From an optimization exercise on the open Yosys and OpenROAD flow, aimed at small area, a short achievable clock period and few clock cycles per item; shortcuts taken in it are not production practice.
RTL that was checked went through simulation tests only; none was proved equivalent to the original.
Power and IR drop assume default switching activity.

==> flow/design.v <==
`default_nettype none
module byte_stream_find_replace #(
  parameter int MAX_PATTERN     = 16,
  parameter int MAX_REPLACEMENT = 16
) (
  input  wire logic        clk,
  input  wire logic        rst_n,
  input  wire logic        cfg_we,
  input  wire logic [2:0]  cfg_index,
  input  wire logic [63:0] cfg_wdata,
  input  wire logic        in_tvalid,
  output logic             in_tready,
  input  wire logic [7:0]  in_tdata,
  input  wire logic        in_tlast,
  output logic             out_tvalid,
  input  wire logic        out_tready,
  output logic [7:0]       out_tdata,
  output logic             out_tuser,
  output logic             out_tlast
);
  localparam int DEPTH = 16;
  localparam int AW    = 4;
  logic         pzero_r;
  logic [3:0]   pm1_r;
  logic         rzero_r;
  logic [3:0]   rm1_r;
  logic [127:0] pat_r;
  logic [127:0] rep_r;
  logic [4:0]   wlen;
  logic         plen_we;
  assign wlen    = (cfg_wdata[4] && (cfg_wdata[3:0] != 4'd0)) ? 5'd16 : cfg_wdata[4:0];
  assign plen_we = cfg_we && (cfg_index == 3'd0);
  always_ff @(posedge clk) begin
    if (!rst_n) begin
      pzero_r <= 1'b1;
      pm1_r   <= '0;
      rzero_r <= 1'b1;
      rm1_r   <= '0;
      pat_r   <= '0;
      rep_r   <= '0;
    end else if (cfg_we) begin
      case (cfg_index)
        3'd0: begin pzero_r <= (wlen == 5'd0); pm1_r <= 4'(wlen - 5'd1); end
        3'd1: pat_r[63:0]   <= cfg_wdata;
        3'd2: pat_r[127:64] <= cfg_wdata;
        3'd3: begin rzero_r <= (wlen == 5'd0); rm1_r <= 4'(wlen - 5'd1); end
        3'd4: rep_r[63:0]   <= cfg_wdata;
        3'd5: rep_r[127:64] <= cfg_wdata;
        default: ;
      endcase
    end
  end
  logic        rdy_r;
  logic        v1_r;
  logic [7:0]  b1_r;
  logic        l1_r;
  logic [15:0] eq1_r;
  logic        eqp_r;
  logic [15:0] eq_in;
  logic        v1_nxt;
  always_comb begin
    for (int k = 0; k < 16; k++) begin
      eq_in[k] = (in_tdata == pat_r[8*k +: 8]);
    end
  end
  logic [15:0] pm_oh;
  logic [15:0] rm_oh;
  logic        eqp_in;
  always_comb begin
    for (int k = 0; k < 16; k++) begin
      pm_oh[k] = !pzero_r && (pm1_r == 4'(k));
      rm_oh[k] = (rm1_r == 4'(k));
    end
    eqp_in = |(eq_in & pm_oh);
  end
  assign in_tready = rdy_r;
  assign v1_nxt    = rdy_r ? in_tvalid : v1_r;
  always_ff @(posedge clk) begin
    if (!rst_n) begin
      v1_r <= 1'b0;
    end else begin
      v1_r <= v1_nxt;
    end
  end
  always_ff @(posedge clk) begin
    if (rdy_r) begin
      b1_r  <= in_tdata;
      l1_r  <= in_tlast;
      eq1_r <= eq_in;
      eqp_r <= eqp_in;
    end
  end
  logic [9:0]    mem_r [DEPTH];    
  logic [AW:0]   wr_ptr_r;
  logic [AW:0]   c_ptr_r;
  logic [AW:0]   rd_ptr_r;
  logic [AW:0]   wr_nxt;
  logic [AW:0]   c_nxt;
  logic [3:0]    w_r;
  logic [3:0]    w_nxt;
  logic [15:0]   d_r;
  logic [15:0]   d_new;
  logic [15:0]   d_nxt;
  logic          pfx_r;           
  logic          full_r;          
  logic          go;
  logic          match;
  logic          commit_all;
  logic          wr_rep;
  logic          nf_nxt;
  assign go         = v1_r && rdy_r;
  assign match      = pfx_r && eqp_r;
  assign commit_all = l1_r || pzero_r;
  assign wr_rep     = !rzero_r || l1_r;
  assign d_new      = {d_r[14:0], 1'b1} & eq1_r;
  always_comb begin
    wr_nxt = wr_ptr_r;
    c_nxt  = c_ptr_r;
    w_nxt  = w_r;
    d_nxt  = d_r;
    if (plen_we) begin
      wr_nxt = c_ptr_r;
      w_nxt  = '0;
      d_nxt  = '0;
    end else if (go) begin
      if (match) begin
        c_nxt  = c_ptr_r + (wr_rep ? 1'b1 : 1'b0);
        wr_nxt = c_ptr_r + (wr_rep ? 1'b1 : 1'b0);
        w_nxt  = '0;
        d_nxt  = '0;
      end else if (commit_all) begin
        c_nxt  = wr_ptr_r + 1'b1;
        wr_nxt = wr_ptr_r + 1'b1;
        w_nxt  = '0;
        d_nxt  = '0;
      end else if (full_r) begin
        c_nxt  = c_ptr_r + 1'b1;
        wr_nxt = wr_ptr_r + 1'b1;
        d_nxt  = d_new;
      end else begin
        wr_nxt = wr_ptr_r + 1'b1;
        w_nxt  = w_r + 1'b1;
        d_nxt  = d_new;
      end
    end
  end
  assign nf_nxt = !((wr_nxt[AW-1:0] == rd_ptr_r[AW-1:0]) && (wr_nxt[AW] != rd_ptr_r[AW]));
  always_ff @(posedge clk) begin
    if (!rst_n) begin
      rdy_r    <= 1'b1;
      wr_ptr_r <= '0;
      c_ptr_r  <= '0;
      w_r      <= '0;
      d_r      <= '0;
      pfx_r    <= 1'b0;
      full_r   <= 1'b0;
    end else begin
      rdy_r    <= !v1_nxt || nf_nxt;
      wr_ptr_r <= wr_nxt;
      c_ptr_r  <= c_nxt;
      w_r      <= w_nxt;
      d_r      <= d_nxt;
      pfx_r    <= |({d_nxt[14:0], 1'b1} & pm_oh);
      full_r   <= (w_nxt == pm1_r);
    end
  end
  always_ff @(posedge clk) begin
    for (int i = 0; i < DEPTH; i++) begin
      if (go && (match ? (wr_rep && (c_ptr_r[AW-1:0] == AW'(i)))
                       : (wr_ptr_r[AW-1:0] == AW'(i)))) begin
        mem_r[i] <= {match, l1_r, b1_r};
      end
    end
  end
  logic [9:0]  head;
  logic [7:0]  repb;
  logic        h_valid;
  logic        h_rep;
  logic        load;
  logic        step;
  logic        fin;
  logic [15:0] rd_oh_r;
  logic [15:0] ix_oh_r;
  logic [15:0] ix_oh_nxt;
  logic        idxl_r;             
  logic        ovalid_r;
  logic [7:0]  odata_r;
  logic        ouser_r;
  logic        olast_r;
  always_comb begin
    head = '0;
    repb = '0;
    for (int i = 0; i < DEPTH; i++) begin
      head = head | (mem_r[i] & {10{rd_oh_r[i]}});
      repb = repb | (rep_r[8*i +: 8] & {8{ix_oh_r[i]}});
    end
  end
  assign h_rep     = head[9];
  assign h_valid   = (rd_ptr_r != c_ptr_r);
  assign load      = !ovalid_r || out_tready;
  assign step      = load && h_valid;
  assign fin       = !h_rep || rzero_r || idxl_r;
  assign ix_oh_nxt = !step ? ix_oh_r : (fin ? 16'd1 : {ix_oh_r[14:0], 1'b0});
  always_ff @(posedge clk) begin
    if (!rst_n) begin
      ovalid_r <= 1'b0;
      rd_ptr_r <= '0;
      rd_oh_r  <= 16'd1;
      ix_oh_r  <= 16'd1;
      idxl_r   <= 1'b0;
    end else begin
      if (load) begin
        ovalid_r <= h_valid;
      end
      if (step && fin) begin
        rd_ptr_r <= rd_ptr_r + 1'b1;
        rd_oh_r  <= {rd_oh_r[14:0], rd_oh_r[15]};
      end
      ix_oh_r <= ix_oh_nxt;
      idxl_r  <= |(ix_oh_nxt & rm_oh);
    end
  end
  always_ff @(posedge clk) begin
    if (step) begin
      odata_r <= !h_rep ? head[7:0] : (rzero_r ? 8'd0 : repb);
      ouser_r <= !(h_rep && rzero_r);
      olast_r <= head[8] && fin;
    end
  end
  assign out_tvalid = ovalid_r;
  assign out_tdata  = odata_r;
  assign out_tuser  = ouser_r;
  assign out_tlast  = olast_r;
endmodule
`default_nettype wire
clock: 6.5 ns
lec_check: 0
cap_margin: 20
core_margin: 2
core_utilization: 60
setup_slack_margin: 4.0
slew_margin: 20
run.sh (not shown) runs the stock make flow with config.mk's settings and CLKGATE_MAP_FILE= SYNTH_SCRIPT=/design/flow/synth_recipe.tcl, a recipe that flattens the netlist after the stock synthesis.
Testbench counts at the start, summed over its fixed seeds: cycles 95,180, items 28,800.
Next try:
--- a/flow/design.v
+++ b/flow/design.v
@@ -55,6 +55,4 @@
   logic [7:0]  b1_r;
   logic        l1_r;
-  logic [15:0] eq1_r;
-  logic        eqp_r;
   logic [15:0] eq_in;
   logic        v1_nxt;
@@ -66,5 +64,4 @@
   logic [15:0] pm_oh;
   logic [15:0] rm_oh;
-  logic        eqp_in;
   always_comb begin
     for (int k = 0; k < 16; k++) begin
@@ -72,5 +69,4 @@
       rm_oh[k] = (rm1_r == 4'(k));
     end
-    eqp_in = |(eq_in & pm_oh);
   end
   assign in_tready = rdy_r;
@@ -85,8 +81,7 @@
   always_ff @(posedge clk) begin
     if (rdy_r) begin
+      m_r   <= |(d_in & pm_oh);
       b1_r  <= in_tdata;
       l1_r  <= in_tlast;
-      eq1_r <= eq_in;
-      eqp_r <= eqp_in;
     end
   end
@@ -99,8 +94,8 @@
   logic [3:0]    w_r;
   logic [3:0]    w_nxt;
-  logic [15:0]   d_r;
-  logic [15:0]   d_new;
-  logic [15:0]   d_nxt;
-  logic          pfx_r;           
+  logic [15:0]   dn_r;            
+  logic [15:0]   d_base;          
+  logic [15:0]   d_in;
+  logic          m_r;             
   logic          full_r;          
   logic          go;
@@ -110,17 +105,17 @@
   logic          nf_nxt;
   assign go         = v1_r && rdy_r;
-  assign match      = pfx_r && eqp_r;
+  assign match      = m_r;
   assign commit_all = l1_r || pzero_r;
   assign wr_rep     = !rzero_r || l1_r;
-  assign d_new      = {d_r[14:0], 1'b1} & eq1_r;
+  assign d_in       = {d_base[14:0], 1'b1} & eq_in;
   always_comb begin
     wr_nxt = wr_ptr_r;
     c_nxt  = c_ptr_r;
     w_nxt  = w_r;
-    d_nxt  = d_r;
+    d_base = dn_r;
     if (plen_we) begin
       wr_nxt = c_ptr_r;
       w_nxt  = '0;
-      d_nxt  = '0;
+      d_base = '0;
     end else if (go) begin
       if (match) begin
@@ -128,18 +123,16 @@
         wr_nxt = c_ptr_r + (wr_rep ? 1'b1 : 1'b0);
         w_nxt  = '0;
-        d_nxt  = '0;
+        d_base = '0;
       end else if (commit_all) begin
         c_nxt  = wr_ptr_r + 1'b1;
         wr_nxt = wr_ptr_r + 1'b1;
         w_nxt  = '0;
-        d_nxt  = '0;
+        d_base = '0;
       end else if (full_r) begin
         c_nxt  = c_ptr_r + 1'b1;
         wr_nxt = wr_ptr_r + 1'b1;
-        d_nxt  = d_new;
       end else begin
         wr_nxt = wr_ptr_r + 1'b1;
         w_nxt  = w_r + 1'b1;
-        d_nxt  = d_new;
       end
     end
@@ -152,6 +145,5 @@
       c_ptr_r  <= '0;
       w_r      <= '0;
-      d_r      <= '0;
-      pfx_r    <= 1'b0;
+      dn_r     <= '0;
       full_r   <= 1'b0;
     end else begin
@@ -160,6 +152,5 @@
       c_ptr_r  <= c_nxt;
       w_r      <= w_nxt;
-      d_r      <= d_nxt;
-      pfx_r    <= |({d_nxt[14:0], 1'b1} & pm_oh);
+      dn_r     <= (rdy_r && in_tvalid) ? d_in : d_base;
       full_r   <= (w_nxt == pm1_r);
     end
- synthesized cell count decreases by a few percent
- fmax is lower by a few percent
- clock power is about the same
- global-route usage fell by 0.52 points
- clock-buffer cell count rose by 6
- hold slack hardly moves
- core utilization falls by 0.58 points
- sequential share of layout area goes down by 0.78 points
- setup slack loses 0.15 ns
- routed wire length came out lower by a few percent
- first-iteration DRC count fell by a little under a tenth
- final area goes down slightly
- synthesized area drops by a few percent
- clock skew grows by 0.0032 ns
Function not checked in the second run of this note: the RTL went through the layout flow alone.

-- what the ideal ports hide --
The results above use ideal ports. As a check the final layouts listed here were re-extracted and re-timed, cells and wires unchanged. Step 1: set_driving_cell puts a clkbuf_16 on clk and a buf_2 on each other input, an assumption about the parent block. Step 2 adds t to the input delays and takes it off the output delays; t is the mean of the earliest and latest rising clock arrival at the registers after step 1. Input paths then give back, and output paths get back, about the clock's delay inside the block. Slacks: no drivers / after step 1 / after step 2; pairs: no drivers / after step 1.
run	t, ns	setup slack, ns	slew at the worst register clock pin (ns)
the first run	0.647	3.984 / 3.955 / 3.333	0.07 / 0.07
the second run	0.654	3.830 / 3.820 / 3.166	0.06 / 0.06
After both steps setup and hold are still met in every run listed. The setup slack of the second run, which loses most, moves by -0.010 ns with the drivers and by -0.664 ns with both steps.
